From an optimization exercise on the open Yosys and OpenROAD flow, aimed at small area, a short achievable clock period and few clock cycles per item; shortcuts taken in it are not production practice. Only simulation tests tie the RTL to the original design; equivalence was not proved. Power and IR drop assume default switching activity.

===== flow/config.mk =====
export PLATFORM = sky130hd
export DESIGN_NAME = fft_bitrev_buf
export DESIGN_NICKNAME = fft_bitrev_buf
export VERILOG_FILES = /design/flow/design.v
export SDC_FILE = /design/flow/constraint.sdc
export NUM_CORES = 4
export LEC_CHECK = 0
export CAP_MARGIN = 20
export CORE_MARGIN = 2
export CORE_UTILIZATION = 55
export CTS_BUF_LIST = sky130_fd_sc_hd__clkbuf_16
export CTS_CLUSTER_DIAMETER = 80
export CTS_CLUSTER_SIZE = 25
export SETUP_SLACK_MARGIN = 4.0
export SLEW_MARGIN = 20
export SYNTH_HIERARCHICAL = 1
export TNS_END_PERCENT = 10

===== flow/design.v =====
module fft_pingpong_mem
(
  input  logic        clk,
  input  logic        load,
  input  logic        hold,
  input  logic [19:0] d,
  output logic [19:0] q
);
  always_ff @(posedge clk)
    q <= (d & {20{load}}) | (q & {20{hold}});
endmodule
module fft_sel_reg
(
  input  logic       clk,
  input  logic       rst,
  input  logic       en,
  input  logic [7:0] d,
  output logic [7:0] q
);
  always_ff @(posedge clk) begin
    if (rst)
      q <= 8'd1;
    else if (en)
      q <= d;
  end
endmodule
module fft_bitrev_buf
(
  input  logic clk,
  input  logic rst,
  input  logic din_vld,
  input  logic din_last,
  input  logic [9:0] din_re,
  input  logic [9:0] din_im,
  input  logic dout_rdy,
  output logic din_rdy,
  output logic dout_vld,
  output logic dout_last,
  output logic [5:0] dout_idx,
  output logic [9:0] dout_re,
  output logic [9:0] dout_im,
  output logic err_frame
);
  function automatic logic [5:0] bitrev(input logic [5:0] v);
    logic [5:0] r;
    for (int i = 0; i < 6; i++)
      r[i] = v[5-i];
    bitrev = r;
  endfunction
  function automatic logic [7:0] onehot3(input logic [2:0] v);
    onehot3 = 8'd1 << v;
  endfunction
  function automatic logic [5:0] rd_slot(input logic p, input logic [5:0] c);
    rd_slot = p ? c : bitrev(c);
  endfunction
  logic [19:0] in_data;     
  logic        in_vld;
  logic [5:0]  wr_cnt;      
  logic        wr_par;      
  logic        free_q;      
  logic        rdy_q;       
  logic        in_free;     
  logic [5:0]  rd_cnt;      
  logic        rd_par;      
  logic [7:0]  rd_hi;       
  logic [7:0]  rd_lo_a;     
  logic [7:0]  rd_lo_b;     
  logic [1:0]  n_full;      
  logic        vld_q;
  logic [19:0] out_data;
  logic [5:0]  out_idx;
  logic        out_last;
  logic        acc;
  logic        acc_wrap;
  logic        we;
  logic        wr_wrap;
  logic        ld;
  logic        ld_wrap;
  logic [19:0] rd_data;
  logic [19:0] mem [64];
  logic [19:0] grp [8];
  logic [7:0]  wr_hi_n;     
  logic [7:0]  wr_lo_n;
  logic [7:0]  wr_hi;       
  logic [7:0]  wr_lo;       
  logic [5:0]  slot_w;
  logic [5:0]  wr_cnt_n;
  logic        wr_par_n;
  logic [5:0]  rd_cnt_i;    
  logic        rd_par_i;
  logic [5:0]  slot_i;
  logic [6:0]  occ;         
  logic [6:0]  occ_m;       
  logic [6:0]  occ_h;       
  logic [6:0]  occ_l;       
  logic [6:0]  occ_mh;      
  logic [6:0]  occ_ml;
  logic        free_n;
  logic        in_vld_n;
  assign din_rdy  = rdy_q;
  assign dout_vld = vld_q;
  assign in_free  = !in_vld | free_q;
  assign acc      = din_vld & in_free;
  assign acc_wrap = in_vld ? (wr_cnt == 6'd62) : (wr_cnt == 6'd63);
  assign we       = in_vld & free_q;
  assign wr_wrap  = (wr_cnt == 6'd63);
  assign ld       = (!vld_q | dout_rdy) & ((n_full != 2'd0) | (acc & acc_wrap));
  assign ld_wrap  = (rd_cnt == 6'd63);
  for (genvar k = 0; k < 64; k++) begin : g_mem
    logic sel;
    assign sel = wr_hi[k/8] & wr_lo[k%8];
    fft_pingpong_mem u_ent (
      .clk  (clk),
      .load (sel),
      .hold (wr_hi_n[k/8] | wr_lo_n[k%8]),
      .d    (in_data),
      .q    (mem[k])
    );
  end
  always_comb begin
    for (int g = 0; g < 8; g++) begin
      grp[g] = '0;
      for (int l = 0; l < 8; l++)
        grp[g] = grp[g] | (mem[8*g+l] & {{10{rd_lo_b[l]}}, {10{rd_lo_a[l]}}});
    end
    rd_data = '0;
    for (int g = 0; g < 8; g++)
      rd_data = rd_data | (grp[g] & {20{rd_hi[g]}});
  end
  fft_sel_reg u_rd_lo_a (
    .clk (clk),
    .rst (rst),
    .en  (ld),
    .d   (onehot3(slot_i[2:0])),
    .q   (rd_lo_a)
  );
  fft_sel_reg u_rd_lo_b (
    .clk (clk),
    .rst (rst),
    .en  (ld),
    .d   (onehot3(slot_i[2:0])),
    .q   (rd_lo_b)
  );
  always_comb begin
    wr_cnt_n = we ? wr_cnt + 6'd1 : wr_cnt;
    wr_par_n = (we & wr_wrap) ? ~wr_par : wr_par;
    slot_w   = wr_par_n ? bitrev(wr_cnt_n) : wr_cnt_n;
    rd_cnt_i = rd_cnt + 6'd1;
    rd_par_i = ld_wrap ? ~rd_par : rd_par;
    slot_i   = rd_slot(rd_par_i, rd_cnt_i);
    free_n   = ld || !((occ == 7'd64) || (we && (occ == 7'd63)));
    occ_h    = we ? occ + 7'd1 : occ;
    occ_l    = we ? occ : occ_m;
    occ_mh   = we ? occ : occ_m;
    occ_ml   = we ? occ_m : occ_m - 7'd1;
    in_vld_n = in_free ? din_vld : in_vld;
  end
  always_ff @(posedge clk) begin
    if (rst) begin
      in_vld    <= 1'b0;
      wr_cnt    <= '0;
      wr_par    <= 1'b0;
      wr_hi     <= 8'd1;
      wr_lo     <= 8'd1;
      wr_hi_n   <= 8'hfe;
      wr_lo_n   <= 8'hfe;
      free_q    <= 1'b1;
      occ       <= '0;
      occ_m     <= 7'h7f;
      rdy_q     <= 1'b1;
      rd_cnt    <= '0;
      rd_par    <= 1'b0;
      rd_hi     <= 8'd1;
      n_full    <= '0;
      vld_q     <= 1'b0;
      err_frame <= 1'b0;
    end else begin
      in_vld  <= in_vld_n;
      wr_cnt  <= wr_cnt_n;
      wr_par  <= wr_par_n;
      wr_hi   <= free_n ? onehot3(slot_w[5:3]) : 8'd0;
      wr_lo   <= onehot3(slot_w[2:0]);
      wr_hi_n <= free_n ? ~onehot3(slot_w[5:3]) : 8'hff;
      wr_lo_n <= ~onehot3(slot_w[2:0]);
      free_q  <= free_n;
      occ     <= ld ? occ_l : occ_h;
      occ_m   <= ld ? occ_ml : occ_mh;
      rdy_q   <= !in_vld_n || free_n;
      if (ld) begin
        rd_cnt <= rd_cnt_i;
        rd_par <= rd_par_i;
        rd_hi  <= onehot3(slot_i[5:3]);
      end
      n_full  <= n_full + 2'((acc & acc_wrap)) - 2'((ld & ld_wrap));
      if (acc && (din_last != acc_wrap))
        err_frame <= 1'b1;
      if (ld)
        vld_q <= 1'b1;
      else if (dout_rdy)
        vld_q <= 1'b0;
    end
  end
  always_ff @(posedge clk) begin
    if (in_free)
      in_data <= {din_re, din_im};
  end
  fft_pingpong_mem u_out (
    .clk  (clk),
    .load (ld & !rst),
    .hold (!(ld | dout_rdy | rst)),
    .d    (rd_data),
    .q    (out_data)
  );
  always_ff @(posedge clk) begin
    if (rst) begin
      out_idx  <= '0;
      out_last <= 1'b0;
    end else if (ld) begin
      out_idx  <= bitrev(rd_cnt);
      out_last <= ld_wrap;
    end else if (dout_rdy) begin
      out_idx  <= '0;
      out_last <= 1'b0;
    end
  end
  assign dout_re   = out_data[19:10];
  assign dout_im   = out_data[9:0];
  assign dout_idx  = out_idx;
  assign dout_last = out_last;
endmodule

===== flow/constraint.sdc =====
create_clock -name core_clock -period 6.5 [get_ports {clk}]
set_input_delay 1.3000 -clock core_clock [delete_from_list [all_inputs] [get_ports {clk}]]
set_output_delay 1.3000 -clock core_clock [all_outputs]
set_load 0.01 [all_outputs]

===== flow/run.sh =====
#!/bin/bash
# synth_recipe.tcl (not shown) runs the flow's synth.tcl, then flattens the netlist and writes it again
# the make line also repeats each setting of config.mk as NAME=value (left out here)
make -C /OpenROAD-flow-scripts/flow DESIGN_CONFIG=/design/flow/config.mk WORK_HOME=/design/flow/orfs CLKGATE_MAP_FILE= SYNTH_SCRIPT=/design/flow/synth_recipe.tcl finish

==> results of run 1 <==
## what timing repair did
item                                    in CTS  in global routing
gates resized for setup                    160                 39
pin swaps                                    4                 12
endpoints found under the setup margin     105                100
cloned                                       1                  1
buffers inserted                             7                  6
hold buffers                                 0                  0
## power by group
group	switching (mW)	internal, mW	total [mW]	leakage (nW)
clock network	2.83	2.02	4.86	0.940
logic	0.447	0.284	0.731	7.54
registers	0.203	8.99	9.20	11.5
## layer usage
metal  track usage [%]  routed length (um)
met1              54.7               80500
met5                 0                  41
met3              9.29               24100
met2              55.9               83300
met4              18.9               10800
## final cells by class
class	instances	area share (%)
antenna	11	0.0503
clock buffer	71	3.25
clock inverter	12	0.171
inverter	16	0.123
multi-input combinational	2675	38.8
sequential	1418	52.5
tap	1265	2.89
timing repair buffer	136	2.27
## Yosys stat by module (local to each module, per instance)
module            cell area, sq um  cells  copies in the design
fft_pingpong_mem               608     44                    65
fft_sel_reg                    290     26                     2
fft_bitrev_buf               12500   1649                     1
## how the worst max path moves through the flow
stage | slack (ns) | cells after the start | startpoint | to
6_report | 3.85 | 6 | u_rd_lo_a.q[4] | u_out.q[6]
5_1_grt | 3.89 | 1 | out_idx[2] | dout_idx[2]
4_1_cts | 3.89 | 10 | din_vld | n_full[1]
3_5_place_dp | 2.67 | 7 | din_vld | u_out.q[14]
3_3_place_gp | 2.38 | 6 | din_vld | u_out.q[4]
2_1_floorplan | 3.81 | 10 | din_vld | n_full[1]
## cells in the mapped netlist, drive strengths merged, types with 9 or more instances
library cell,n,area [sq um]
o21ai,14,70.1
nand2b,12,75.1
xor2,9,78.8
edfxtp,20,601
buf,281,2270
clkbuf,172,648
nand2,37,154
nor2,74,280
nor3,9,56.3
mux2i,19,198
nand3,13,65.1
nand4,185,1160
or2,70,438
a22oi,725,5460
dfxtp,1398,28000
and2,73,457
a22o,1308,11500
a21oi,21,109
xnor2,16,155
inv,16,60.1
## cells by family (layout without fill, tap and decap cells)
kind of cell / after synthesis / count (layout) / share of synthesized area, %
other: 0 / 11 / 0
and+or+nand+nor: 503 / 504 / 5.52
adders and majority gates: 8 / 8 / 0.190
DFF: 1418 / 1418 / 54.4
muxes: 20 / 20 / 0.405
buffers and inverters: 469 / 235 / 5.67
AOI/OAI and AO/OA: 2118 / 2118 / 33.4
xor gates and xnor gates: 25 / 25 / 0.445
## layout by cell type, fill, tap and decap left out, types with 16 or more instances in the layout
cell / synthesis / routed
sky130_fd_sc_hd__dfxtp_1: 1398 / 1357
sky130_fd_sc_hd__a22o_1: 1308 / 1308
sky130_fd_sc_hd__a22oi_1: 724 / 704
sky130_fd_sc_hd__nand4_1: 185 / 185
sky130_fd_sc_hd__clkbuf_16: 0 / 72
sky130_fd_sc_hd__nor2_1: 73 / 69
sky130_fd_sc_hd__or2_2: 67 / 67
sky130_fd_sc_hd__and2_1: 73 / 63
sky130_fd_sc_hd__buf_4: 3 / 59
sky130_fd_sc_hd__dfxtp_4: 0 / 35
sky130_fd_sc_hd__nand2_1: 33 / 33
sky130_fd_sc_hd__clkdlybuf4s50_1: 0 / 21
sky130_fd_sc_hd__buf_2: 141 / 21
sky130_fd_sc_hd__a21oi_1: 20 / 20
sky130_fd_sc_hd__a22oi_2: 0 / 20
sky130_fd_sc_hd__edfxtp_1: 20 / 20
sky130_fd_sc_hd__inv_1: 14 / 19
sky130_fd_sc_hd__mux2i_1: 17 / 16
## worst max-delay path: stages (launching register included)
cell                      delay (ns)
sky130_fd_sc_hd__dfxtp_4        0.55
sky130_fd_sc_hd__buf_4          0.39
sky130_fd_sc_hd__a22oi_1        0.26
sky130_fd_sc_hd__nand4_1        0.29
sky130_fd_sc_hd__a22oi_1        0.61
sky130_fd_sc_hd__nand4_1        0.17
sky130_fd_sc_hd__a22o_1         0.26
==> run summary, run 1 <==
height of the die=between 300 and 400 um; logic depth of the worst register-to-register path=6; fin. max-slew vios=0; utilization after layout=between 50% and 60%; hold-critical path depth=1; hold slack=about 0.48 ns; Reg2Reg Setup Slack=3.85 ns; r2r startpoint=u_rd_lo_a.q[4]; required time of the critical path=7.08 ns; gp weighted congestion=just over 0.9; number of antenna violations at the first check in global routing=15; data arrival time of the critical path=roughly 3.2 ns; total number of nets in the final design=between 4000 and 5000; iteration-0 DRC count of the detailed router=~6100; core outline area=approximately 95000 sq um; Post-Layout Inst Area=54700 sq um; total cell area at the placement stage=52400 sq um; Max Cap Viol=0; number of standard cells in the layout, taps in and fillers out=5604; DRC violation count after routing=0; dpl cells=5491; Worst Tran Pin Value=1.26 ns; count of port buffers added during placement=54; largest net degree at the start of global routing=between 70 and 80; Storage cell area=around 29000 sq um; Largest Register=g_mem.u_ent.q; mean number of vias per cell=~7.5; relative slew slack=between 10% and 20%; drt first pass iters=8; Hold/Removal Path Class=reg2reg; final worst slack=slightly below 4 ns; Syn Nets=about 4600; total die area=~98000 sq um; crit-path max FO=33; kind of end point of the critical path=flop; Max Fclk=between 300 and 400 MHz; average detailed-routed wire length per instance=approximately 35 um; CTS root buffer=sky130_fd_sc_hd__clkbuf_16; share of cells above drive strength 1=roughly 8.4%; GRT Residual Overflow=0; initial core utilization=a little under three fifths; area used by multi-input combinational logic=between 20000 and 25000 sq um; number of hold-slack violations in the final timing report=0; Num Clock Sinks=1418; total number of yosys warnings=12; site row count=113; pre-CTS setup slack=2.67 ns; I/O pins=55; global-route wire length before repair=around 280000 um; clock period minus final worst setup slack=about 2.6 ns; share of flip-flops with an asynchronous set or reset after synthesis=0%; layout filler cell count=between 7000 and 8000; count of unique library cells instantiated by Yosys=slightly above 70; Max rail drop VDD=around 0.00022 V; final sum of negative setup slack=0 ns; post-route antenna net violation count=0; post-synthesis instance area=roughly 53000 sq um; Routed WL=between 150000 and 200000 um; power density relative to cell area=between 200 and 300 nW/um^2; Worst Hold Endpoint=g_mem[54].u_ent.q[16]; Final Cycle Share=between 40% and 50%; clk_skew=approximately 0.02 ns; number of buffers inserted during clock tree synthesis=between 60 and 70; number of setup violations in the final report=0; reg-to-reg critical path endpoint=u_out.q[6]; FF+latch count, synth=1418; clock edge transition at the registers on the reported setup and hold paths=roughly 0.10 ns; EDFF count, synth=20; relative area change from synthesis to final layout=4.08%; Most used DFF post-synth=sky130_fd_sc_hd__dfxtp_1; Critical Path Start Type=flop; CTS H-tree lvls=3; global-route usage over all layers=roughly 39%; Syn Area/Cell=between 10 and 15 sq um; leakage dissipation=approximately 20 nW; clock latency reported for the late side of the worst-skew pair=approximately 0.68 ns; HPWL after detailed placement=roughly 110000 um; number of global-route vias before repair=between 30000 and 40000; Post-Syn Instances=~4600; number of vias after detailed routing=41800; clk buf depth=3; start point of the worst hold path=g_mem[54].u_ent.q[16]; clock tree from TritonCTS=done; startpoint-to-endpoint class of the critical path=reg2reg; number of flip-flops in the largest register=approximately 1300; post-synthesis sequential area ratio=54.4%; post-layout power=around 15 mW; Largest regs=g_mem.u_ent.q (1280), in_data (20), u_out.q (20); die width=between 300 and 400 um; outcome=finished clean; RSZ-0062 raised after global routing=yes
Testbench counts, summed over its fixed seeds: cycles 19,909, samples 16,384.
==> inputs of run 2 (changes only) <==
--- a/flow/config.mk
+++ b/flow/config.mk
@@ -11,7 +11,7 @@
 export CTS_BUF_LIST = sky130_fd_sc_hd__clkbuf_16
 export CTS_CLUSTER_DIAMETER = 80
 export CTS_CLUSTER_SIZE = 25
+export GPL_ROUTABILITY_DRIVEN = 0
 export SETUP_SLACK_MARGIN = 4.0
 export SLEW_MARGIN = 20
 export SYNTH_HIERARCHICAL = 1
-export TNS_END_PERCENT = 10
==> run 2 against run 1 <==
Against the previous run: via count shrank 0.80%; clock power is essentially flat; largest power group unchanged; still clean; cell count is essentially flat; area after synthesis is the same; sequential share of layout area is 0.13 points lower; die area unchanged; critical path depth unchanged; largest cell class unchanged; setup slack improved by 0.086 ns; clock-buffer cell count increased by 1; critical path type unchanged; non-clock buffer count fell by 6; synthesized cell count unchanged; global-route usage down 0.36 points.
==> run summary, run 2 <==
total number of yosys warnings=12; number of setup violations in the final report=0; number of antenna violations at the first check in global routing=9; most common cell after layout, fill and taps aside=sky130_fd_sc_hd__dfxtp_1; FF+latch count, synth=around 1400; data arrival time of the critical path=3.14 ns; required time of the critical path=about 7.1 ns; Max Cap Viol=0; relative slew slack=between 15 and 20%; GRT Residual Overflow=0; Syn Area/Cell=roughly 12 sq um; initial core utilization=55.4%; number of flip-flops in the largest register=1280; Post-synth top cells=1398 x sky130_fd_sc_hd__dfxtp_1, 1308 x sky130_fd_sc_hd__a22o_1, 724 x sky130_fd_sc_hd__a22oi_1, 185 x sky130_fd_sc_hd__nand4_1, 170 x sky130_fd_sc_hd__clkbuf_1; number of hold-slack violations in the final timing report=0; outcome=finished clean; post-synthesis instance area=52600 sq um; Critical Path Start Type=flop; Post-Layout Inst Area=between 50000 and 60000 sq um; HPWL after detailed placement=around 110000 um; total number of nets in the final design=~4300; I/O pins=55; Post-Syn Instances=4561; post-cts hold buffer count=0; share of Yosys cell area claimed by the top area cell type=53.2%; global-route wire length before repair=about 280000 um; count of unique library cells instantiated by Yosys=just over 70; post-synthesis sequential area ratio=54.4%; clock edge transition at the registers on the reported setup and hold paths=0.10 ns; clock period minus final worst setup slack=about 2.6 ns; Max rail drop VDD=0.000233 V; RSZ-0062 raised after global routing=yes; Largest Register=g_mem.u_ent.q; iteration-0 DRC count of the detailed router=a little over 6000; clk buf depth=3; Synth area leaders=sky130_fd_sc_hd__dfxtp_1 53%, sky130_fd_sc_hd__a22o_1 22%, sky130_fd_sc_hd__a22oi_1 10%, sky130_fd_sc_hd__buf_6 2.9%, sky130_fd_sc_hd__nand4_1 2.2%; average detailed-routed wire length per instance=roughly 35 um; Hold/Removal Path Class=reg2reg; clock latency reported for the late side of the worst-skew pair=about 0.69 ns; CTS root buffer=sky130_fd_sc_hd__clkbuf_16; final sum of negative setup slack=0 ns; mean number of vias per cell=7.41; number of global-route vias before repair=a little under 40000; Most used DFF post-synth=sky130_fd_sc_hd__dfxtp_1; crit-path max FO=between 50 and 60; most frequently used cell type in the post-synthesis netlist=sky130_fd_sc_hd__dfxtp_1; Largest regs=g_mem.u_ent.q (1280), in_data (20), u_out.q (20); number of vias after detailed routing=around 41000; count of port buffers added during placement=54; total cell area at the placement stage=roughly 52000 sq um; clock tree from TritonCTS=done; clk_skew=approximately 0.024 ns; fin. max-slew vios=0; met1 WL=between 80000 and 90000 um; Max Fclk=~390 MHz; post-route antenna net violation count=0; power density relative to cell area=around 270 nW/um^2; leading cell types in the layout, fill and taps excluded=1346 x sky130_fd_sc_hd__dfxtp_1, 1308 x sky130_fd_sc_hd__a22o_1, 703 x sky130_fd_sc_hd__a22oi_1; EDFF count, synth=20; Routed WL=around 200000 um; Final Cycle Share=39.4%; share of flip-flops with an asynchronous set or reset after synthesis=0%; core outline area=94900 sq um; Syn Nets=approximately 4600; global-route usage over all layers=about two fifths; leakage dissipation=roughly 20 nW; amount of wire on met3 after detailed routing=21500 um; number of buffers inserted during clock tree synthesis=67; detailed route wirelength on metal2=83300 um; height of the die=313 um; relative area change from synthesis to final layout=4.41%; largest net degree at the start of global routing=a little over 80; DRC violation count after routing=0; Num Clock Sinks=1418; die width=313 um; cell type with the largest total area after synthesis=sky130_fd_sc_hd__dfxtp_1; share of cells above drive strength 1=between 8 and 9%; max layer used=met5; CTS H-tree lvls=3; Worst Tran Pin Value=between 1 and 1.5 ns; site row count=roughly 110; startpoint-to-endpoint class of the critical path=reg2reg; total die area=about 98000 sq um; kind of end point of the critical path=flop; drt first pass iters=6
[run 2: cell counts after synthesis]
Identical to the previous run, type by type.
[run 2: worst max-delay path: stages (launching register included)]
cell                      delay, ns
sky130_fd_sc_hd__dfxtp_4       0.50
sky130_fd_sc_hd__buf_12        0.32
sky130_fd_sc_hd__a22oi_1       0.34
sky130_fd_sc_hd__nand4_1       0.30
sky130_fd_sc_hd__a22oi_2       0.48
sky130_fd_sc_hd__nand4_1       0.18
sky130_fd_sc_hd__a22o_1        0.26
[run 2: worst paths after layout]
check	endpoint	cells past startpoint	slack, ns	from
worst max-delay path	u_out.q[2]	6	3.94	u_rd_lo_a.q[5]
worst min-delay path	err_frame	2	0.47	err_frame
worst max register to register	u_out.q[2]	6	3.94	u_rd_lo_a.q[5]
worst min register to register	err_frame	2	0.47	err_frame
[run 2: layer usage]
metal  up-vias  track usage, %
met2      2643            56.0
met1     20800            53.8
met5         -               0
met3       462            9.14
li1      17600               -
met4         2            18.6
[run 2: Yosys stat by module (local to each module, per instance)]
module,cells inside,copies in the design,flip-flops and latches
fft_bitrev_buf,1649,1,102
fft_sel_reg,26,2,8
fft_pingpong_mem,44,65,20
[run 2: timing repair]
action / in CTS / in global routing
setup endpoints to repair: 113 / 87
pin swaps: 3 / 10
setup buffers: 6 / 11
gates resized for setup: 220 / 39
cloned: 1 / 0
[run 2: cell families after synthesis]
logic type | share of synthesized area, %
mux | 0.405
compound gates | 33.4
simple gates | 5.52
buf+inv | 5.67
xor+xnor | 0.445
fa+ha+maj | 0.190
flops | 54.4
[run 2: power by group]
part | switching (mW) | total (mW) | internal, mW
clock network | 2.83 | 4.84 | 2.01
registers | 0.198 | 9.19 | 8.99
logic | 0.438 | 0.726 | 0.288
total | 3.47 | 14.8 | 11.3
[run 2: final cells by class]
class                   count  area (sq um)
diodes                     12          30.0
clock buffers              72          1800
clock inverters            13          68.8
fillers                  7994         40000
inverters                  16          72.6
multi-input cells        2675         21300
flip-flops and latches   1418         28700
well taps                1265          1580
repair buffers            130          1330
[run 2: metrics by stage]
step	hold WS [ns]	utilization (%)	power (mW)	setup slack [ns]	std cells
finish	0.469	57.9	14.8	3.94	5601
global route	0.490	57.8	15.2	3.97	5590
CTS	0.470	57.5	14.8	3.97	5577
detailed placement	0.453	55.3	10.1	2.64	5485
global placement	0.452	55.2	10.1	2.36	5482
floorplan	0.440	-	9.78	3.83	4561
==> inputs of run 3 (changes only) <==
--- a/flow/config.mk
+++ b/flow/config.mk
@@ -7,11 +7,10 @@
 export LEC_CHECK = 0
 export CAP_MARGIN = 20
 export CORE_MARGIN = 2
-export CORE_UTILIZATION = 55
+export CORE_UTILIZATION = 60
 export CTS_BUF_LIST = sky130_fd_sc_hd__clkbuf_16
 export CTS_CLUSTER_DIAMETER = 80
 export CTS_CLUSTER_SIZE = 25
-export GPL_ROUTABILITY_DRIVEN = 0
 export SETUP_SLACK_MARGIN = 4.0
 export SLEW_MARGIN = 20
 export SYNTH_HIERARCHICAL = 1
==> run 3 against run 2 <==
Against the previous run: combinational power grew 0.6%; die area shrank 8.2%; cell count shrank 1.8%; largest cell class unchanged; critical path type unchanged; clock skew shrank 0.0017 ns; cell area shrank 0.28%; still clean.
==> run summary, run 3 <==
Largest regs=g_mem.u_ent.q (1280), in_data (20), u_out.q (20); initial core utilization=approximately three fifths; number of buffers inserted during clock tree synthesis=67; largest net degree at the start of global routing=slightly above 80; clock edge transition at the registers on the reported setup and hold paths=around 0.10 ns; most common cell after layout, fill and taps aside=sky130_fd_sc_hd__dfxtp_1; global-route usage over all layers=40.4%; cell type with the largest total area after synthesis=sky130_fd_sc_hd__dfxtp_1; relative slew slack=between 15 and 20%; DRC violation count after routing=0; mean number of vias per cell=~7.6; Post-synth top cells=1398 x sky130_fd_sc_hd__dfxtp_1, 1308 x sky130_fd_sc_hd__a22o_1, 724 x sky130_fd_sc_hd__a22oi_1, 185 x sky130_fd_sc_hd__nand4_1, 170 x sky130_fd_sc_hd__clkbuf_1; number of setup violations in the final report=0; iteration-0 DRC count of the detailed router=6110; final sum of negative setup slack=0 ns; Max rail drop VDD=around 0.00027 V; data arrival time of the critical path=approximately 3.2 ns; post-layout power=between 10 and 15 mW; hold-critical path depth=1; total number of nets in the final design=roughly 4300; number of antenna violations at the first check in global routing=10; Final Cycle Share=between 40% and 50%; Syn Area/Cell=between 10 and 15 sq um; leakage dissipation=between 20 and 25 nW; gp weighted congestion=0.907; logic depth of the worst register-to-register path=6; CTS H-tree lvls=3; HPWL after detailed placement=between 100000 and 150000 um; die width=about 300 um; power density relative to cell area=~270 nW/um^2; Num Clock Sinks=1418; FF+latch count, synth=between 1000 and 1500; site row count=108; core outline area=slightly below 90000 sq um; r2r startpoint=u_rd_lo_a.q[7]; drt first pass iters=6; outcome=finished clean; count of port buffers added during placement=54; Max Fclk=roughly 380 MHz; Reg2Reg Setup Slack=3.89 ns; number of flip-flops in the largest register=1280; EDFF count, synth=20; Worst Hold Endpoint=out_idx[4]; layout filler cell count=between 6000 and 7000; Max Cap Viol=0; share of cells above drive strength 1=between 8 and 9%; Syn Nets=4594; startpoint-to-endpoint class of the critical path=reg2reg; fin. max-slew vios=0; Hold/Removal Path Class=reg2reg; reg-to-reg critical path endpoint=u_out.q[0]; most frequently used cell type in the post-synthesis netlist=sky130_fd_sc_hd__dfxtp_1; total number of yosys warnings=12; Routed WL=approximately 190000 um; number of hold-slack violations in the final timing report=0; I/O pins=55; final worst slack=around 4 ns; clock tree from TritonCTS=done; Post-Syn Instances=about 4600; post-synthesis sequential area ratio=54.4%; height of the die=300 um; start point of the worst hold path=out_idx[4]; clock period minus final worst setup slack=approximately 2.6 ns; pre-CTS setup slack=~2.6 ns; RSZ-0062 raised after global routing=yes; required time of the critical path=7.06 ns; number of vias after detailed routing=42000; relative area change from synthesis to final layout=4.12%; share of flip-flops with an asynchronous set or reset after synthesis=0%; CTS root buffer=sky130_fd_sc_hd__clkbuf_16; clock latency reported for the late side of the worst-skew pair=between 0.6 and 0.7 ns; crit-path max FO=roughly 40; Critical Path Start Type=flop; Worst Tran Pin Value=1.25 ns; post-synthesis instance area=around 53000 sq um; global-route wire length before repair=about 270000 um; GRT Residual Overflow=0; count of unique library cells instantiated by Yosys=between 70 and 80; number of global-route vias before repair=39100; post-route antenna net violation count=0; Storage cell area=28700 sq um; clk buf depth=3; Largest Register=g_mem.u_ent.q; share of Yosys cell area claimed by the top area cell type=between 50 and 60%; Synth area leaders=sky130_fd_sc_hd__dfxtp_1 53%, sky130_fd_sc_hd__a22o_1 22%, sky130_fd_sc_hd__a22oi_1 10%, sky130_fd_sc_hd__buf_6 2.9%, sky130_fd_sc_hd__nand4_1 2.2%; total die area=roughly 90000 sq um; kind of end point of the critical path=flop; clk_skew=around 0.022 ns; average detailed-routed wire length per instance=approximately 34 um; area used by multi-input combinational logic=around 21000 sq um; leading cell types in the layout, fill and taps excluded=1351 x sky130_fd_sc_hd__dfxtp_1, 1308 x sky130_fd_sc_hd__a22o_1, 702 x sky130_fd_sc_hd__a22oi_1; hold slack=about 0.47 ns; Most used DFF post-synth=sky130_fd_sc_hd__dfxtp_1
[run 3: layer usage]
metal  track usage, %  share of wire [%]  up-vias
met4             22.4                6.0       12
li1                 -                  -    17600
met3             11.0                 13      527
met1             55.8                 39    20900
met2             57.3                 42     2938
met5                0              0.058        -
[run 3: worst max-delay path, stage by stage, from the launching register on]
cell                      delay (ns)
sky130_fd_sc_hd__dfxtp_4        0.59
sky130_fd_sc_hd__buf_6          0.37
sky130_fd_sc_hd__a22oi_1        0.25
sky130_fd_sc_hd__nand4_1        0.25
sky130_fd_sc_hd__a22oi_1        0.52
sky130_fd_sc_hd__nand4_1        0.16
sky130_fd_sc_hd__a22o_1         0.26
[run 3: repair_timing]
item	CTS	global route
resized for setup	223	31
pin swaps	8	8
cloned	4	0
endpoints found under the setup margin	103	66
hold buffers	0	0
buffers inserted	7	7
[run 3: logic make-up (layout without fill, tap and decap cells)]
logic type | count (synthesis) | in the layout | synth area share [%]
adders and majority gates | 8 | 8 | 0.190
xor gates and xnor gates | 25 | 25 | 0.445
buffers and inverters | 469 | 232 | 5.67
and+or+nand+nor | 503 | 506 | 5.52
other | 0 | 16 | 0
AOI/OAI and AO/OA | 2118 | 2118 | 33.4
DFF | 1418 | 1418 | 54.4
muxes | 20 | 20 | 0.405
[run 3: how the worst max path moves through the flow]
stage	from	end	slack, ns	cells past startpoint
global placement	din_vld	u_out.q[10]	2.65	6
CTS	u_rd_lo_b.q[7]	u_out.q[17]	3.97	6
detailed placement	din_vld	u_out.q[5]	2.59	6
finish	u_rd_lo_a.q[7]	u_out.q[0]	3.89	6
global route	u_out.q[0]	dout_im[0]	3.95	1
floorplan	din_vld	n_full[1]	3.83	10
[run 3: where the power goes]
part / internal [mW] / switching (mW) / total [mW]
combinational: 0.288 / 0.442 / 0.730
clock: 2.07 / 2.81 / 4.88
sequential: 8.99 / 0.202 / 9.19
[run 3: final cells by class]
type	count	area share, %
clock inverters	13	0.167
multi-input cells	2677	38.9
flip-flops and latches	1418	52.5
inverters	16	0.133
well taps	1155	2.64
clock buffers	73	3.34
diodes	16	0.0731
repair buffers	129	2.27
repair inverters	1	0.0160
[run 3: stage by stage]
stage               std cells  area [sq um]  util, %
finish                   5498         54700     63.1
global route             5488         54700     63.1
CTS                      5473         54400     62.7
detailed placement       5376         52200     60.2
global placement         5375         52200     60.2
floorplan                4561         52600        -
[run 3: per-module statistics from Yosys (local to each module, per instance)]
module	cells inside	area (sq um)
fft_bitrev_buf	1649	12500
fft_pingpong_mem	44	608
fft_sel_reg	26	290
==> inputs of run 4 (changes only) <==
--- a/flow/config.mk
+++ b/flow/config.mk
@@ -7,10 +7,10 @@
 export LEC_CHECK = 0
 export CAP_MARGIN = 20
 export CORE_MARGIN = 2
-export CORE_UTILIZATION = 60
+export CORE_UTILIZATION = 55
 export CTS_BUF_LIST = sky130_fd_sc_hd__clkbuf_16
 export CTS_CLUSTER_DIAMETER = 80
 export CTS_CLUSTER_SIZE = 25
-export SETUP_SLACK_MARGIN = 4.0
+export SETUP_SLACK_MARGIN = 4.1
 export SLEW_MARGIN = 20
 export SYNTH_HIERARCHICAL = 1
==> run 4 against run 3 <==
Against the previous run: clock skew is 0.0022 ns higher; area after synthesis stayed put; register-to-register slack better by 0.09 ns; sequential power hardly changed; first-iteration DRC count is 4.4% higher; setup slack better by 0.088 ns; combinational power is 2% higher; power is 0.63% higher; non-clock buffer count is 51 higher; cell count is 2.9% higher; critical path depth is 5 lower.
==> run summary, run 4 <==
drt first pass iters=6; crit-path max FO=2; cell type with the largest total area after synthesis=sky130_fd_sc_hd__dfxtp_1; clock latency reported for the late side of the worst-skew pair=around 0.69 ns; final sum of negative setup slack=0 ns; number of buffers inserted during clock tree synthesis=67; total number of nets in the final design=~4400; HPWL after detailed placement=about 110000 um; post-layout power=14.9 mW; leading cell types in the layout, fill and taps excluded=1346 x sky130_fd_sc_hd__dfxtp_1, 1308 x sky130_fd_sc_hd__a22o_1, 687 x sky130_fd_sc_hd__a22oi_1; share of flip-flops with an asynchronous set or reset after synthesis=0%; CTS H-tree lvls=3; global-route usage over all layers=just under 40%; relative area change from synthesis to final layout=6.31%; power density relative to cell area=around 270 nW/um^2; die width=313 um; RSZ-0062 raised after global routing=yes; most common cell after layout, fill and taps aside=sky130_fd_sc_hd__dfxtp_1; clk buf depth=3; data arrival time of the critical path=1.22 ns; number of vias after detailed routing=about 42000; gp weighted congestion=0.947; total die area=between 90000 and 100000 sq um; EDFF count, synth=20; number of buffers and inverters on the critical path=1; CTS root buffer=sky130_fd_sc_hd__clkbuf_16; clock period minus final worst setup slack=about 2.5 ns; Syn Area/Cell=~12 sq um; fin. max-slew vios=0; layout filler cell count=7818; Post-synth top cells=1398 x sky130_fd_sc_hd__dfxtp_1, 1308 x sky130_fd_sc_hd__a22o_1, 724 x sky130_fd_sc_hd__a22oi_1, 185 x sky130_fd_sc_hd__nand4_1, 170 x sky130_fd_sc_hd__clkbuf_1; share of Yosys cell area claimed by the top area cell type=53.2%; Max Fclk=between 300 and 400 MHz; Largest Register=g_mem.u_ent.q; GRT Residual Overflow=0; startpoint-to-endpoint class of the critical path=reg2out; average detailed-routed wire length per instance=36.5 um; post-synthesis instance area=between 50000 and 60000 sq um; count of port buffers added during placement=54; Critical Path Start Type=flop; most frequently used cell type in the post-synthesis netlist=sky130_fd_sc_hd__dfxtp_1; Syn Nets=around 4600; proportion of power drawn by combinational gates=under 10%; Slowest cell on crit path=sky130_fd_sc_hd__dfxtp_4; share of cells above drive strength 1=approximately a tenth; global-route wire length before repair=approximately 290000 um; Max rail drop VDD=roughly 0.00023 V; DRC violation count after routing=0; utilization after layout=about three fifths; clk_skew=about 0.024 ns; I/O pins=55; Sequential Power Share=between 60 and 70%; kind of cell with the highest combined delay on the critical path=flip-flops; clock tree from TritonCTS=done; mean number of vias per cell=7.51; site row count=approximately 110; Synth area leaders=sky130_fd_sc_hd__dfxtp_1 53%, sky130_fd_sc_hd__a22o_1 22%, sky130_fd_sc_hd__a22oi_1 10%, sky130_fd_sc_hd__buf_6 2.9%, sky130_fd_sc_hd__nand4_1 2.2%; Worst Tran Pin Value=about 1.3 ns; Final Cycle Share=38.8%; number of flip-flops in the largest register=around 1300; Num Clock Sinks=1418; number of hold-slack violations in the final timing report=0; Most used DFF post-synth=sky130_fd_sc_hd__dfxtp_1; cell internal pwr=about 11 mW; post-route antenna net violation count=0; Largest regs=g_mem.u_ent.q (1280), in_data (20), u_out.q (20); clock edge transition at the registers on the reported setup and hold paths=about 0.1 ns; FF+latch count, synth=between 1000 and 1500; number of global-route vias before repair=between 30000 and 40000; iteration-0 DRC count of the detailed router=between 6000 and 7000; clock share of power=approximately 33%; required time of the critical path=5.20 ns; Psw=between 3 and 4 mW; initial core utilization=55.4%; post-cts hold buffer count=0; core outline area=approximately 95000 sq um; number of standard cells in the layout, taps in and fillers out=between 5000 and 6000; Max Cap Viol=0; critical-path cell list=buf_6; largest net degree at the start of global routing=82; total number of yosys warnings=12; post-synthesis sequential area ratio=54.4%; count of unique library cells instantiated by Yosys=between 70 and 80; number of setup violations in the final report=0; relative slew slack=around 14%; Routed WL=about 210000 um; switching power as a share of total power=around a quarter; Post-Syn Instances=4561; maximum single-stage delay on the critical path=between 0.4 and 0.5 ns; leakage dissipation=~20 nW; number of antenna violations at the first check in global routing=13; kind of end point of the critical path=output port; Hold/Removal Path Class=reg2reg; height of the die=around 310 um; dpl cells=5487; outcome=finished clean
run 4: worst paths after layout:
kind | start | to | slack [ns] | cells after the start
worst max register to register | wr_lo[7] | g_mem[47].u_ent.q[1] | 3.98 | 2
worst min register to register | g_mem[15].u_ent.q[0] | g_mem[15].u_ent.q[0] | 0.48 | 1
worst max-delay path | u_out.q[2] | dout_im[2] | 3.98 | 1
worst min-delay path | g_mem[15].u_ent.q[0] | g_mem[15].u_ent.q[0] | 0.48 | 1
run 4: cell families after synthesis:
logic type | after synthesis | share of synthesized area, %
and+or+nand+nor | 503 | 5.52
AOI/OAI and AO/OA | 2118 | 33.4
muxes | 20 | 0.405
adders and majority gates | 8 | 0.190
xor gates and xnor gates | 25 | 0.445
DFF | 1418 | 54.4
buffers and inverters | 469 | 5.67
run 4: power by group through the flow:
stage | registers, mW | clock network (mW) | logic [mW]
floorplan | 9.40 | 0 | 0.378
global placement | 9.39 | 0 | 0.693
detailed placement | 9.39 | 0 | 0.707
CTS | 9.19 | 4.97 | 0.716
global route | 9.23 | 5.27 | 0.780
finish | 9.20 | 4.95 | 0.747
run 4: what timing repair did:
item / CTS / global route
buffers inserted: 28 / 29
setup endpoints to repair: 119 / 107
gates cloned: 3 / 8
gates resized for setup: 273 / 38
pin swaps: 23 / 16
run 4: per-layer routing:
layer	wire length (um)	part of all wire (%)	global-route usage, %
met1	83500	40	55.0
met2	85500	41	55.9
met3	25500	12	11.4
met4	12000	5.8	21.2
met5	32	0.016	0
run 4: cell type report:
| class | count | area [sq um] | share of cell area, % |
|---|---|---|---|
| clock inverter | 12 | 114 | 0.204 |
| tap | 1265 | 1580 | 2.83 |
| inverter | 16 | 65.1 | 0.116 |
| sequential | 1418 | 28700 | 51.4 |
| timing repair buffer | 180 | 2160 | 3.86 |
| antenna | 17 | 42.5 | 0.0761 |
| clock buffer | 72 | 1800 | 3.22 |
| multi-input combinational | 2676 | 21400 | 38.3 |
run 4: per-module statistics from Yosys, one instance, submodules excluded:
module            copies in the design  flops+latches  cell area [sq um]
fft_bitrev_buf                       1            102              12500
fft_sel_reg                          2              8                290
fft_pingpong_mem                    65             20                608
run 4: stage by stage:
stage / instance area, sq um / setup WS, ns / hold slack (ns)
2_1_floorplan: 52600 / 3.83 / 0.440
6_report: 55900 / 3.98 / 0.478
3_3_place_gp: 52400 / 2.86 / 0.450
5_1_grt: 55900 / 3.96 / 0.489
4_1_cts: 55200 / 3.97 / 0.481
3_5_place_dp: 52400 / 2.84 / 0.453
==> inputs of run 5 (changes only) <==
--- a/flow/config.mk
+++ b/flow/config.mk
@@ -11,6 +11,6 @@
 export CTS_BUF_LIST = sky130_fd_sc_hd__clkbuf_16
 export CTS_CLUSTER_DIAMETER = 80
 export CTS_CLUSTER_SIZE = 25
-export SETUP_SLACK_MARGIN = 4.1
+export SETUP_SLACK_MARGIN = 3.9
 export SLEW_MARGIN = 20
 export SYNTH_HIERARCHICAL = 1
==> run 5 against run 4 <==
Against the previous run: register-to-register slack worse by 0.11 ns; fmax fell by 4.3%; clock-buffer cell count decreased by 1; clock skew down 0.0044 ns; power decreased by 0.80%; sequential power barely moved; critical endpoint is now u_out.q[19]; largest cell class unchanged.
==> run summary, run 5 <==
share of Yosys cell area claimed by the top area cell type=53.2%; count of port buffers added during placement=54; clock edge transition at the registers on the reported setup and hold paths=roughly 0.1 ns; share of flip-flops with an asynchronous set or reset after synthesis=0%; clk buf depth=3; die width=roughly 310 um; clk_skew=0.0201 ns; leakage dissipation=around 20 nW; Hold/Removal Path Class=reg2reg; cell type with the largest total area after synthesis=sky130_fd_sc_hd__dfxtp_1; global-route usage over all layers=approximately 40%; global-route wire length before repair=between 200000 and 300000 um; final sum of negative setup slack=0 ns; Syn Area/Cell=about 12 sq um; Max rail drop VDD=0.000215 V; total number of yosys warnings=12; Largest Register=g_mem.u_ent.q; post-synthesis instance area=roughly 53000 sq um; I/O pins=55; number of setup violations in the final report=0; clock tree from TritonCTS=done; number of vias after detailed routing=~42000; relative slew slack=between 15 and 20%; HPWL after detailed placement=108000 um; Most used DFF post-synth=sky130_fd_sc_hd__dfxtp_1; share of cells above drive strength 1=under 10%; number of global-route vias before repair=between 30000 and 40000; Synth area leaders=sky130_fd_sc_hd__dfxtp_1 53%, sky130_fd_sc_hd__a22o_1 22%, sky130_fd_sc_hd__a22oi_1 10%, sky130_fd_sc_hd__buf_6 2.9%, sky130_fd_sc_hd__nand4_1 2.2%; Max Cap Viol=0; Max Fclk=about 380 MHz; number of antenna violations at the first check in global routing=16; drt first pass iters=7; most frequently used cell type in the post-synthesis netlist=sky130_fd_sc_hd__dfxtp_1; post-layout power=14.8 mW; leading cell types in the layout, fill and taps excluded=1356 x sky130_fd_sc_hd__dfxtp_1, 1308 x sky130_fd_sc_hd__a22o_1, 704 x sky130_fd_sc_hd__a22oi_1; Critical Path Start Type=flop; mean number of vias per cell=7.46; startpoint-to-endpoint class of the critical path=reg2reg; Post-synth top cells=1398 x sky130_fd_sc_hd__dfxtp_1, 1308 x sky130_fd_sc_hd__a22o_1, 724 x sky130_fd_sc_hd__a22oi_1, 185 x sky130_fd_sc_hd__nand4_1, 170 x sky130_fd_sc_hd__clkbuf_1; Num Clock Sinks=between 1000 and 1500; CTS H-tree lvls=3; crit-path max FO=between 50 and 60; total cell area at the placement stage=between 50000 and 60000 sq um; core outline area=roughly 95000 sq um; EDFF count, synth=20; outcome=finished clean; total number of nets in the final design=between 4000 and 5000; height of the die=~310 um; fin. max-slew vios=0; number of buffers inserted during clock tree synthesis=between 60 and 70; count of unique library cells instantiated by Yosys=roughly 70; Post-Layout Inst Area=approximately 55000 sq um; clock latency reported for the late side of the worst-skew pair=between 0.6 and 0.7 ns; Routed WL=approximately 200000 um; most common cell after layout, fill and taps aside=sky130_fd_sc_hd__dfxtp_1; RSZ-0062 raised after global routing=yes; FF+latch count, synth=1418; Largest regs=g_mem.u_ent.q (1280), in_data (20), u_out.q (20); post-route antenna net violation count=0; Syn Nets=between 4000 and 5000; relative area change from synthesis to final layout=4.02%; required time of the critical path=about 7 ns; number of flip-flops in the largest register=between 1000 and 1500; kind of end point of the critical path=flop; CTS root buffer=sky130_fd_sc_hd__clkbuf_16; DRC violation count after routing=0; Final Cycle Share=40.6%; clock period minus final worst setup slack=approximately 2.6 ns; gp weighted congestion=0.933; Reg2Reg Setup Slack=a little under 4 ns; power density relative to cell area=270 nW/um^2; Worst Tran Pin Value=1.21 ns; total die area=a little under 100000 sq um; Post-Syn Instances=approximately 4600; GRT Residual Overflow=0; average detailed-routed wire length per instance=~35 um; number of hold-slack violations in the final timing report=0; post-synthesis sequential area ratio=a little over half; iteration-0 DRC count of the detailed router=a little over 6000; initial core utilization=a little under three fifths; site row count=113; data arrival time of the critical path=3.21 ns; largest net degree at the start of global routing=78
## run 5: cell counts after synthesis
Identical to the previous run, type by type.
## run 5: cell type report
class	instances	area, sq um
antenna	21	52.6
tap	1265	1580
clock buffer	71	1780
timing repair buffer	135	1190
sequential	1418	28700
clock inverter	12	93.8
multi-input combinational	2675	21200
fill	7979	40200
inverter	16	67.6
## run 5: cells by family (layout without fill, tap and decap cells)
| group | count (synthesis) | in the layout | share of synthesized area (%) |
|---|---|---|---|
| other | 0 | 21 | 0 |
| buffers and inverters | 469 | 234 | 5.67 |
| XOR/XNOR | 25 | 25 | 0.445 |
| adder cells (fa/ha/maj) | 8 | 8 | 0.190 |
| AO/OA/AOI/OAI | 2118 | 2118 | 33.4 |
| multiplexers | 20 | 20 | 0.405 |
| flip-flops | 1418 | 1418 | 54.4 |
| AND/OR/NAND/NOR | 503 | 504 | 5.52 |
## run 5: where the power goes
| part | leakage [nW] | switching, mW | internal, mW | total, mW |
|---|---|---|---|---|
| logic | 7.53 | 0.444 | 0.284 | 0.728 |
| clock network | 0.940 | 2.83 | 2.02 | 4.86 |
| registers | 11.5 | 0.203 | 8.99 | 9.20 |
## run 5: metrics by stage
| step | hold slack [ns] | std cells | utilization (%) | setup WS, ns |
|---|---|---|---|---|
| after floorplan | 0.440 | 4561 | - | 3.81 |
| after global placement | 0.452 | 5490 | 55.2 | 2.38 |
| after detailed placement | 0.453 | 5491 | 55.2 | 2.67 |
| after CTS | 0.481 | 5583 | 57.4 | 3.85 |
| after global routing | 0.488 | 5600 | 57.6 | 3.89 |
| final | 0.479 | 5613 | 57.6 | 3.86 |
## run 5: final timing paths
check / to / cells past startpoint / from
worst max-delay path: u_out.q[19] / 6 / u_rd_lo_b.q[2]
worst min-delay path: g_mem[54].u_ent.q[16] / 1 / g_mem[54].u_ent.q[16]
worst max register to register: u_out.q[19] / 6 / u_rd_lo_b.q[2]
worst min register to register: g_mem[54].u_ent.q[16] / 1 / g_mem[54].u_ent.q[16]
## run 5: modules after synthesis, one instance, submodules excluded
module,times used,flip-flops and latches
fft_bitrev_buf,1,102
fft_pingpong_mem,65,20
fft_sel_reg,2,8
## run 5: critical path, stage by stage, from the launching register on
cell                      delay [ns]
sky130_fd_sc_hd__dfxtp_4        0.49
sky130_fd_sc_hd__buf_12         0.28
sky130_fd_sc_hd__a22oi_1        0.26
sky130_fd_sc_hd__nand4_1        0.37
sky130_fd_sc_hd__a22oi_2        0.41
sky130_fd_sc_hd__nand4_1        0.27
sky130_fd_sc_hd__a22o_1         0.31
## run 5: routing by layer
metal | part of all wire [%] | wire length (um) | track usage, % | vias to the layer above
met2 | 42 | 82800 | 55.4 | 2922
met1 | 41 | 80500 | 54.8 | 20900
met4 | 5.4 | 10700 | 19.9 | 6
met5 | 0.046 | 91 | 0 | -
li1 | - | - | - | 17600
met3 | 12 | 23200 | 9.09 | 491
## run 5: timing repair
item	4_1_cts	5_1_grt
gates cloned	1	0
resized for setup	166	31
pin swaps	4	7
endpoints found under the setup margin	98	38
setup buffers	8	6
hold buffers	0	0
==> inputs of run 6 (changes only) <==
--- a/flow/config.mk
+++ b/flow/config.mk
@@ -8,9 +8,9 @@
 export CAP_MARGIN = 20
 export CORE_MARGIN = 2
 export CORE_UTILIZATION = 55
-export CTS_BUF_LIST = sky130_fd_sc_hd__clkbuf_16
-export CTS_CLUSTER_DIAMETER = 80
-export CTS_CLUSTER_SIZE = 25
-export SETUP_SLACK_MARGIN = 3.9
+export CTS_BUF_LIST = sky130_fd_sc_hd__clkbuf_8 sky130_fd_sc_hd__clkbuf_16
+export CTS_CLUSTER_DIAMETER = 60
+export CTS_CLUSTER_SIZE = 16
+export SETUP_SLACK_MARGIN = 4.0
 export SLEW_MARGIN = 20
 export SYNTH_HIERARCHICAL = 1
==> run 6 against run 5 <==
Against the previous run: largest power group unchanged; sequential share of layout area decreased by 1.7 points; critical path depth down 5; via count hardly changed; power rose by 14%; setup slack better by 0.085 ns; critical endpoint is now dout_re[0]; global-route usage decreased by 0.074 points; sequential cell count is the same; routed wire length is 0.36% lower; cell count rose by 1.4%; synthesized cell count did not move.
==> run summary, run 6 <==
outcome=finished clean; post-synthesis sequential area ratio=54.4%; clock period minus final worst setup slack=about 2.6 ns; Max Cap Viol=0; Routed WL=between 150000 and 200000 um; total number of nets in the final design=around 4400; kind of end point of the critical path=output port; leading cell types in the layout, fill and taps excluded=1348 x sky130_fd_sc_hd__dfxtp_1, 1308 x sky130_fd_sc_hd__a22o_1, 704 x sky130_fd_sc_hd__a22oi_1; total die area=98100 sq um; core outline area=about 95000 sq um; Post-synth top cells=1398 x sky130_fd_sc_hd__dfxtp_1, 1308 x sky130_fd_sc_hd__a22o_1, 724 x sky130_fd_sc_hd__a22oi_1, 185 x sky130_fd_sc_hd__nand4_1, 170 x sky130_fd_sc_hd__clkbuf_1; gp weighted congestion=~0.9; DRC violation count after routing=0; number of global-route vias before repair=approximately 39000; busiest metal layer after global routing=met2; hold-critical path depth=2; most frequently used cell type in the post-synthesis netlist=sky130_fd_sc_hd__dfxtp_1; die width=between 300 and 400 um; count of port buffers added during placement=54; required time of the critical path=~5.2 ns; Syn Area/Cell=approximately 12 sq um; proportion of power drawn by combinational gates=4.3%; number of buffers inserted during clock tree synthesis=roughly 110; RSZ-0062 raised after global routing=yes; I/O pins=55; Syn Nets=4594; routing usage on met1=54.1%; number of gates on the worst path with buffers counted=1; count of unique library cells instantiated by Yosys=just over 70; share of Yosys cell area claimed by the top area cell type=53.2%; leakage dissipation=20.9 nW; logic depth of the worst register-to-register path=6; hold slack=0.464 ns; Final Cycle Share=39.3%; Sequential Power Share=a little over half; Critical Path Start Type=flop; power density relative to cell area=between 200 and 300 nW/um^2; layout filler cell count=approximately 7800; met3 capacity usage during global routing=roughly 9.3%; number of flip-flops in the largest register=~1300; iteration-0 DRC count of the detailed router=between 5000 and 6000; number of setup violations in the final report=0; global-route wire length before repair=283000 um; most common cell after layout, fill and taps aside=sky130_fd_sc_hd__dfxtp_1; data arrival time of the critical path=1.25 ns; largest net degree at the start of global routing=approximately 80; FF+latch count, synth=~1400; post-route antenna net violation count=0; crit-path max FO=2; post-synthesis instance area=52600 sq um; height of the die=about 310 um; cell type with the largest total area after synthesis=sky130_fd_sc_hd__dfxtp_1; clk_skew=0.0275 ns; share of cells above drive strength 1=between 10 and 15%; Most used DFF post-synth=sky130_fd_sc_hd__dfxtp_1; maximum single-stage delay on the critical path=0.41 ns; number of vias after detailed routing=~42000; Post-Layout Inst Area=56600 sq um; kind of cell with the highest combined delay on the critical path=flip-flops; final sum of negative setup slack=0 ns; number of antenna violations at the first check in global routing=9; startpoint-to-endpoint class of the critical path=reg2out; site row count=between 100 and 150; GRT Residual Overflow=0; number of buffers and inverters on the critical path=1; clock latency reported for the late side of the worst-skew pair=between 0.7 and 0.8 ns; Psw=3.98 mW; post-cts hold buffer count=0; mean number of vias per cell=7.36; EDFF count, synth=20; Hold/Removal Path Class=reg2reg; critical-path cell list=buf_6; total number of yosys warnings=12; Worst Tran Pin Value=about 1.2 ns; global-route usage over all layers=~39%; Num Clock Sinks=1418; final worst slack=roughly 4 ns; Synth area leaders=sky130_fd_sc_hd__dfxtp_1 53%, sky130_fd_sc_hd__a22o_1 22%, sky130_fd_sc_hd__a22oi_1 10%, sky130_fd_sc_hd__buf_6 2.9%, sky130_fd_sc_hd__nand4_1 2.2%; drt first pass iters=6; switching power as a share of total power=a little under a quarter; clk buf depth=3; initial core utilization=55.4%; CTS root buffer=sky130_fd_sc_hd__clkbuf_16; Max rail drop VDD=around 0.00027 V; clock tree from TritonCTS=done; clock edge transition at the registers on the reported setup and hold paths=~0.070 ns; Max Fclk=392 MHz; clock share of power=between 40% and 50%; HPWL after detailed placement=107000 um; total cell area at the placement stage=roughly 52000 sq um; Post-Syn Instances=approximately 4600; fin. max-slew vios=0; global-route met2 utilization=between 50% and 60%; pre-CTS setup slack=2.64 ns; Largest Register=g_mem.u_ent.q; share of flip-flops with an asynchronous set or reset after synthesis=0%; relative slew slack=16.6%; post-layout power=16.9 mW; CTS H-tree lvls=3; cell internal pwr=roughly 13 mW; average detailed-routed wire length per instance=between 30 and 40 um; number of hold-slack violations in the final timing report=0; Slowest cell on crit path=sky130_fd_sc_hd__dfxtp_4; relative area change from synthesis to final layout=7.62%; Largest regs=g_mem.u_ent.q (1280), in_data (20), u_out.q (20)
## run 6: cell count changes in the layout (fill, tap and decap cells not counted), moves of 6 or more
cell,delta
sky130_fd_sc_hd__clkbuf_16,+45
sky130_fd_sc_hd__buf_6,+27
sky130_fd_sc_hd__dfxtp_1,-8
sky130_fd_sc_hd__clkbuf_8,+9
sky130_fd_sc_hd__clkinv_2,+11
sky130_fd_sc_hd__buf_4,-11
sky130_fd_sc_hd__buf_2,-22
sky130_fd_sc_hd__bufinv_16,+6
sky130_fd_sc_hd__diode_2,-11
sky130_fd_sc_hd__clkinv_4,+8
## run 6: cell type report
class / count / area, sq um / share of cell area (%)
repair buffers: 126 / 1300 / 2.30
inverters: 16 / 72.6 / 0.128
multi-input cells: 2675 / 21300 / 37.6
clock buffers: 125 / 3030 / 5.35
diodes: 10 / 25.0 / 0.0442
well taps: 1265 / 1580 / 2.80
flip-flops and latches: 1418 / 28700 / 50.8
clock inverters: 55 / 574 / 1.02
## run 6: timing repair
item / in CTS / in global routing
pin swaps: 3 / 9
cloned: 1 / 0
endpoints found under the setup margin: 113 / 84
gates resized for setup: 224 / 33
buffers inserted: 6 / 7
## run 6: power by group through the flow
stage	Sequential, mW	Combinational (mW)	Clock (mW)
global route	9.21	0.768	7.37
floorplan	9.40	0.377	0
finish	9.19	0.730	6.97
global placement	9.39	0.681	0
CTS	9.18	0.705	7.02
detailed placement	9.38	0.699	0
## run 6: metal layers
metal  up-vias  share of wire [%]
met5         -              0.015
met4         4                5.4
met3       499                 11
met2      2647                 42
met1     21000                 41
li1      17700                  -
## run 6: final timing paths
check | start | slack [ns] | to
setup / recovery | u_out.q[10] | 3.95 | dout_re[0]
hold / removal | rd_hi[1] | 0.46 | rd_hi[1]
setup reg to reg | u_rd_lo_b.q[0] | 3.97 | u_out.q[11]
hold reg to reg | rd_hi[1] | 0.46 | rd_hi[1]
## run 6: kinds of logic after synthesis
family	count (synthesis)	synth area share [%]
adders and majority gates	8	0.190
DFF	1418	54.4
and+or+nand+nor	503	5.52
buffers and inverters	469	5.67
muxes	20	0.405
xor gates and xnor gates	25	0.445
AOI/OAI and AO/OA	2118	33.4
## run 6: per-module statistics from Yosys, one instance, submodules excluded
module	flops+latches	times used	area, sq um
fft_sel_reg	8	2	290
fft_bitrev_buf	102	1	12500
fft_pingpong_mem	20	65	608
## run 6: metrics by stage
step	cells	util, %
2_1_floorplan	4561	-
3_3_place_gp	5482	55.2
3_5_place_dp	5485	55.3
4_1_cts	5672	59.4
5_1_grt	5681	59.6
6_report	5690	59.6

==> separate check: timing with driven ports <==
No port has a modelled driver above. Below, the same layouts with a new extraction and two added sets of constraints.
Step 1, drivers: a clkbuf_16 drives clk and a buf_2 each remaining input, both assumed.
Step 2 also shifts input and output timing later by t, the mid clock arrival at the registers, as if the neighbouring blocks saw the same clock.
Slacks: no drivers / after step 1 / after step 2; pairs: no drivers / after step 1.
run | t (ns) | setup WS [ns] | hold slack, ns | worst setup path after step 2 | worst data-port slew with drivers (ns)
run 1 | 0.749 | 3.855 / 3.836 / 3.605 | 0.478 / 0.478 / 0.478 | input to register | 0.03
run 2 | 0.752 | 3.941 / 3.903 / 3.371 | 0.469 / 0.469 / 0.469 | input to register | 0.04
run 3 | 0.728 | 3.888 / 3.888 / 3.491 | 0.469 / 0.469 / 0.469 | input to register | 0.04
run 4 | 0.750 | 3.975 / 3.904 / 3.484 | 0.478 / 0.478 / 0.478 | input to register | 0.04
run 5 | 0.747 | 3.863 / 3.849 / 3.571 | 0.479 / 0.479 / 0.479 | input to register | 0.03
run 6 | 0.786 | 3.948 / 3.871 / 3.554 | 0.464 / 0.464 / 0.464 | input to register | 0.04
After both steps setup and hold are still met in every run listed. The setup slack of run 2, which loses most, moves by -0.038 ns with the drivers and by -0.570 ns with both steps.
